Context: an optimization exercise on an open-source flow, tuned for small area, a short achievable clock period and few clock cycles. The choices shown serve that exercise and are no tape-out recipe.
The RTL was checked by simulation tests, not by an equivalence proof against the original design.
Power is estimated from default activity; no workload was simulated.

Setup of oak:
## cpu_top
module cpu_top (
    input  logic             clk,
    input  logic             rst_n,
    input  logic [32-1:0] instr,
    output logic [32-1:0] i_addr,
    input  logic [32-1:0] mem_rd_data,
    output logic [32-1:0] mem_addr,
    output logic [32-1:0] mem_wr_data,
    output logic             mem_wr,
    output logic             halted
);
    localparam int PW = 32 - 2;    
    logic [PW-1:0]      pc;
    logic               e_valid;
    logic               e_wr;
    logic [5-1:0] e_dest;
    logic               e_ld, e_st;
    logic               e_and, e_or, e_slt, e_cin;
    logic [32-1:0]   e_a, e_b;
    logic [15:0]        e_ad_lo, e_ad_up, e_ad_dn;    
    logic               e_ad_c16;
    logic             e_lt;
    logic [32-1:0] e_sum, e_alu, e_res;
    exec_unit #(.W(32)) u_add (.a(e_a), .b(e_b), .cin(e_cin), .s(e_sum));
    assign e_lt = (e_a[32-1] == e_b[32-1]) ? e_a[32-1] : e_sum[32-1];
    always_comb begin
        if (e_and)
            e_alu = e_a & e_b;
        else if (e_or)
            e_alu = e_a | e_b;
        else if (e_slt)
            e_alu = {{(32-1){1'b0}}, e_lt};
        else
            e_alu = e_sum;
    end
  ...
For scale: roughly 4,200 cells after synthesis, ~160 I/O pins, about 57,000 um^2 of cells after synthesis.
==> flow/config.mk <==
export PLATFORM = sky130hd
export DESIGN_NAME = cpu_top
export DESIGN_NICKNAME = cpu_top
export VERILOG_FILES = /design/flow/design.v
export SDC_FILE = /design/flow/constraint.sdc
export NUM_CORES = 4
export LEC_CHECK = 0
export CAP_MARGIN = 20
export CORE_MARGIN = 2
export CORE_UTILIZATION = 40
export CTS_CLUSTER_DIAMETER = 70
export CTS_CLUSTER_SIZE = 22
export PLACE_DENSITY = 0.6
export SETUP_SLACK_MARGIN = 3.25
export SLEW_MARGIN = 20
export SYNTH_HIERARCHICAL = 1
==> flow/constraint.sdc <==
create_clock -name core_clock -period 7.0 [get_ports {clk}]
set_input_delay 1.4000 -clock core_clock [delete_from_list [all_inputs] [get_ports {clk}]]
set_output_delay 1.4000 -clock core_clock [all_outputs]
set_load 0.01 [all_outputs]
run.sh (not shown) runs the stock make flow with config.mk's settings and CLKGATE_MAP_FILE= SYNTH_SCRIPT=/design/flow/synth_recipe.tcl, a recipe that flattens the netlist after the stock synthesis.
Testbench counts of oak, summed over its fixed seeds: cycles 349,546.
The following lists how pine was set up differently from oak:
# oak
export LEC_CHECK = 0
export CAP_MARGIN = 20
export CORE_MARGIN = 2
export CORE_UTILIZATION = 40
export CTS_CLUSTER_DIAMETER = 70
export CTS_CLUSTER_SIZE = 22
export PLACE_DENSITY = 0.6
export SETUP_SLACK_MARGIN = 3.25
export SLEW_MARGIN = 20
export SYNTH_HIERARCHICAL = 1
create_clock -name core_clock -period 7.0 [get_ports {clk}]
# pine
export LEC_CHECK = 0
export CAP_MARGIN = 20
export CORE_MARGIN = 2
export CORE_UTILIZATION = 50
export CTS_CLUSTER_DIAMETER = 70
export CTS_CLUSTER_SIZE = 22
export PLACE_DENSITY = 0.72
export SETUP_SLACK_MARGIN = 3.25
export SLEW_MARGIN = 20
export SYNTH_HIERARCHICAL = 1
create_clock -name core_clock -period 7.0 [get_ports {clk}]
## What came out
- The worst setup path category comes out reg2reg in one run and in2reg in the other, namely in pine and oak respectively.
- Number of clock buffers inserted by TritonCTS of pine falls short of that of oak slightly.
- On initial standard-cell utilization of the core: between pine and oak, it ends up lower for oak.
- Relative to oak, the total power measured on pine has increased slightly.
- pine against oak; standard cell area after detailed placement is down slightly.
- pine vs oak — wire length on met2 dropped by a little under 10%

========
Starting RTL as in the previous note.
==> flow/config.mk <==
export PLATFORM = sky130hd
export DESIGN_NAME = cpu_top
export DESIGN_NICKNAME = cpu_top
export VERILOG_FILES = /design/flow/design.v
export SDC_FILE = /design/flow/constraint.sdc
export NUM_CORES = 4
export LEC_CHECK = 0
export CAP_MARGIN = 20
export CORE_MARGIN = 2
export CORE_UTILIZATION = 40
export PLACE_DENSITY = 0.6
export SETUP_SLACK_MARGIN = 3.25
export SLEW_MARGIN = 20
export SYNTH_HIERARCHICAL = 1
==> flow/constraint.sdc <==
create_clock -name core_clock -period 7.0 [get_ports {clk}]
set_input_delay 1.4000 -clock core_clock [delete_from_list [all_inputs] [get_ports {clk}]]
set_output_delay 1.4000 -clock core_clock [all_outputs]
set_load 0.01 [all_outputs]
The starting point ran to the end with no violations.
Testbench counts at the start, summed over its fixed seeds: cycles 349,546.
Then changed:
CTS_CLUSTER_DIAMETER = 70   (was default)
CTS_CLUSTER_SIZE = 22   (was default)
SETUP_SLACK_MARGIN = 3.5   (was 3.25)
After rerunning: The changed run finished clean; routed wire length climbs by 3.5%; non-clock buffer count climbs by 230; worst setup slack improved by 60 ps; via count climbs by 2.0%; clock-buffer cell count drops by 64; final cell count climbs by 2.3%; maximum frequency climbs by 1.6%.

========
Starting RTL as in the previous note.
==> flow/config.mk <==
export PLATFORM = sky130hd
export DESIGN_NAME = cpu_top
export DESIGN_NICKNAME = cpu_top
export VERILOG_FILES = /design/flow/design.v
export SDC_FILE = /design/flow/constraint.sdc
export NUM_CORES = 4
export LEC_CHECK = 0
export CAP_MARGIN = 20
export CORE_MARGIN = 2
export CORE_UTILIZATION = 40
export CTS_CLUSTER_DIAMETER = 70
export CTS_CLUSTER_SIZE = 22
export PLACE_DENSITY = 0.8
export SETUP_SLACK_MARGIN = 3.25
export SLEW_MARGIN = 20
export SYNTH_HIERARCHICAL = 1
==> flow/constraint.sdc <==
create_clock -name core_clock -period 7.0 [get_ports {clk}]
set_input_delay 1.4000 -clock core_clock [delete_from_list [all_inputs] [get_ports {clk}]]
set_output_delay 1.4000 -clock core_clock [all_outputs]
set_load 0.01 [all_outputs]
The starting point produced a clean layout.
Testbench counts at the start, summed over its fixed seeds: cycles 349,546.
==> next run, changes <==
Settings changed: PLACE_DENSITY 0.8 to 0.72.
Count of clock-buffer cells in the layout does not change.
Wire length shrinks slightly.
Final area shrinks slightly.
Non-clock buffer count shrinks by 26.
Worst setup slack gains 0.0038 ns.
Maximum frequency hardly moves.
Hold slack gains 0.022 ns.
Sequential share of layout area grows by 0.14 points.
Cell count shrinks slightly.
Register-to-register slack stays flat.
Core utilization shrinks by 0.15 points.

## port drivers added, routing unchanged
How much do the figures lean on ideal ports? The routed layouts below were timed once more, with nothing changed but the port constraints.
Step 1 assumes that a clkbuf_16 drives the clock port and a buf_2 every other input.
Step 2 times the ports against the registers' clock, not the clock port: input delays grow and output delays shrink by t, the midpoint of the rising clock arrivals with the driver on.
a / b / c = ideal ports / drivers / drivers and shift; a / b = the first two.
run	t, ns	slack for setup (ns)	cell pins on the clock port's net
oak	0.778	3.138 / 3.030 / 2.252	1
pine	0.748	3.067 / 3.067 / 2.410	1
the first run of note 2	0.816	3.140 / 3.026 / 2.210	1
the second run of note 2	0.784	3.200 / 3.229 / 2.444	1
the first run of note 3	0.759	3.126 / 3.065 / 2.306	1
the second run of note 3	0.756	3.130 / 3.151 / 2.421	1
After both steps setup and hold are still met in every run listed. For the first run of note 2, which loses most, drivers alone change the setup slack by -0.114 ns; drivers and shift together by -0.930 ns.
